From an optimization exercise on the open Yosys and OpenROAD flow, aimed at small area and a short achievable clock period; shortcuts taken in it are not production practice.
Only simulation tests tie the RTL to the original design; equivalence was not proved.
Power is estimated from default activity; no workload was simulated.

## v34
## multi_rf_renamer
module multi_rf_renamer (
  input  logic        clk,
  input  logic        rst,
  output logic        init_done,
  input  logic        rename_req,
  input  logic [0:0]  rename_rf,
  input  logic [4:0]  rename_rd,
  output logic        rename_ready,
  output logic [5:0]  rename_phys_rd,
  input  logic [2:0]  rs_rf,
  input  logic [14:0] rs_addr,
  output logic [17:0] rs_phys,
  input  logic        issue_commit,
  input  logic        rollback,
  input  logic        retire_valid,
  input  logic        retire_discard,
  output logic        inuse_full
);
Size: roughly 3100 cells after synthesis, ~59000 um2 of cells after synthesis.
make LEC_CHECK=0 CAP_MARGIN=20 CORE_MARGIN=2 CORE_UTILIZATION=65 CTS_BUF_LIST='sky130_fd_sc_hd__clkbuf_4 sky130_fd_sc_hd__clkbuf_8' SETUP_SLACK_MARGIN=1.4 SLEW_MARGIN=20 finish   # period 5.2 ns
run.sh (not shown) runs the stock make flow with config.mk's settings and CLKGATE_MAP_FILE= SYNTH_SCRIPT=/design/flow/synth_recipe.tcl, a recipe that flattens the netlist after the stock synthesis.
Per the final summary, v34 finished and its layout is clean on timing, DRC and antenna.
Relative to v34, the following input files were edited for v9:
Settings: changing CORE_UTILIZATION from 65 to 40; changing SETUP_SLACK_MARGIN from 1.4 to 1.6.
==> comparison <==
In the flow results for v9 and v34, the clock skew is smaller on v34.
Per the comparison of v9 with v34, fraction of the cycle the final worst path needs went up by 1.2 points, via count of the routed design went down by 518, layout clock buffer count went up by 20, sequential power was more or less identical, count of inserted tapcells went up by about 60%.
A capture point of the critical path of rs_phys[12] is what v34 shows, while rs_phys[2] belongs to v9.


Another version of the RTL of multi_rf_renamer (not shown whole).
For scale: ~3600 cells after synthesis, roughly 1200 flip-flops, roughly 0.060 mm^2 of cells after synthesis.
export LEC_CHECK = 0
export CAP_MARGIN = 20
export CORE_MARGIN = 2
export CORE_UTILIZATION = 65
export CTS_BUF_LIST = sky130_fd_sc_hd__clkbuf_4 sky130_fd_sc_hd__clkbuf_8
export SETUP_SLACK_MARGIN = 1.4
export SLEW_MARGIN = 20
create_clock -name core_clock -period 5.2 [get_ports {clk}]
The starting point went through all stages and came out clean.
Rerun with:
--- a/flow/config.mk
+++ b/flow/config.mk
@@ -9,5 +9,5 @@
 export CORE_MARGIN = 2
-export CORE_UTILIZATION = 65
+export CORE_UTILIZATION = 55
 export CTS_BUF_LIST = sky130_fd_sc_hd__clkbuf_4 sky130_fd_sc_hd__clkbuf_8
-export SETUP_SLACK_MARGIN = 1.4
+export SETUP_SLACK_MARGIN = 1.2
 export SLEW_MARGIN = 20
What happened:
- The new run finished clean
- total power climbs by 1.2%
- via count drops by 1.8%
- cell count climbs by 3.9%
- critical path depth climbs by 2
Rerun with:
--- a/flow/config.mk
+++ b/flow/config.mk
@@ -9,5 +9,4 @@
 export CORE_MARGIN = 2
-export CORE_UTILIZATION = 55
-export CTS_BUF_LIST = sky130_fd_sc_hd__clkbuf_4 sky130_fd_sc_hd__clkbuf_8
-export SETUP_SLACK_MARGIN = 1.2
+export CORE_UTILIZATION = 40
+export SETUP_SLACK_MARGIN = 1.6
 export SLEW_MARGIN = 20
- utilization goes down by 17 points
- non-clock buffer count increases by 62
- die area increases by 37%
Rerun with:
--- a/flow/config.mk
+++ b/flow/config.mk
@@ -9,4 +9,5 @@
 export CORE_MARGIN = 2
-export CORE_UTILIZATION = 40
-export SETUP_SLACK_MARGIN = 1.6
+export CORE_UTILIZATION = 55
+export CTS_BUF_LIST = sky130_fd_sc_hd__clkbuf_4 sky130_fd_sc_hd__clkbuf_8
+export SETUP_SLACK_MARGIN = 1.4
 export SLEW_MARGIN = 20
Result: The new run went through all stages and came out clean; final area drops by 2.2%; maximum frequency climbs by 0.82%; setup slack is better by 0.033 ns; power drops by 3.6%; critical path depth drops by 3; wire length climbs by 1.6%.


Another version of the RTL of multi_rf_renamer (not shown whole).
Size: ~3100 cells after synthesis, ~1200 flip-flops.
==> flow/design.v (excerpt) <==
module multi_rf_renamer (
  input  logic        clk,
  input  logic        rst,
  output logic        init_done,
  input  logic        rename_req,
  input  logic [0:0]  rename_rf,
  input  logic [4:0]  rename_rd,
  output logic        rename_ready,
  output logic [5:0]  rename_phys_rd,
  input  logic [2:0]  rs_rf,
  input  logic [14:0] rs_addr,
  output logic [17:0] rs_phys,
  input  logic        issue_commit,
  input  logic        rollback,
  input  logic        retire_valid,
  input  logic        retire_discard,
  output logic        inuse_full
);
Settings: LEC_CHECK=0, CAP_MARGIN=20, CORE_MARGIN=2, CORE_UTILIZATION=55, CTS_BUF_LIST=sky130_fd_sc_hd__clkbuf_4 sky130_fd_sc_hd__clkbuf_8, SETUP_SLACK_MARGIN=1.6, SLEW_MARGIN=20, TNS_END_PERCENT=5; clock period 5.2 ns.
The baseline went through all stages and came out clean.
Change:
- CTS_BUF_LIST: sky130_fd_sc_hd__clkbuf_4 sky130_fd_sc_hd__clkbuf_8 -> unset
- TNS_END_PERCENT: 5 -> unset
What happened: The changed run finished clean; worst setup slack loses 34 ps; global-route usage rises by 0.55 points; cell area rises by 4.8%; non-clock buffer count climbs by 132.

[re-timing with driven ports]
How much do the figures lean on ideal ports? The routed layouts below were timed once more, with nothing changed but the port constraints.
Step 1 sets driving cells, clkbuf_16 on the clock port and buf_2 on the other inputs (assumed; they add their load-dependent delay and slew).
Step 2 times the ports against the registers' clock, not the clock port: input delays grow and output delays shrink by t, the midpoint of the rising clock arrivals with the driver on.
Three values: no drivers, after step 1, after step 2; two values: the first two.
run	t (ns)	slack for setup (ns)	clock arrival spread, ns
v34	0.943	1.097 / 0.835 / 0.645	0.043 / 0.043
v9	0.992	1.036 / 0.937 / 0.749	0.076 / 0.077
the first run of note 2	0.949	1.083 / 0.842 / 0.594	0.033 / 0.033
the second run of note 2	0.958	1.097 / 0.889 / 0.474	0.061 / 0.060
the third run of note 2	0.831	1.111 / 0.888 / 0.877	0.039 / 0.040
the fourth run of note 2	0.939	1.144 / 0.816 / 0.564	0.071 / 0.072
the first run of note 3	0.940	0.917 / 0.684 / 0.314	0.047 / 0.047
the second run of note 3	0.816	0.883 / 0.651 / 0.651	0.037 / 0.037
After both steps every run listed still meets setup and hold. The setup slack of the second run of note 2, which loses most, moves by -0.208 ns with the drivers and by -0.623 ns with both steps.
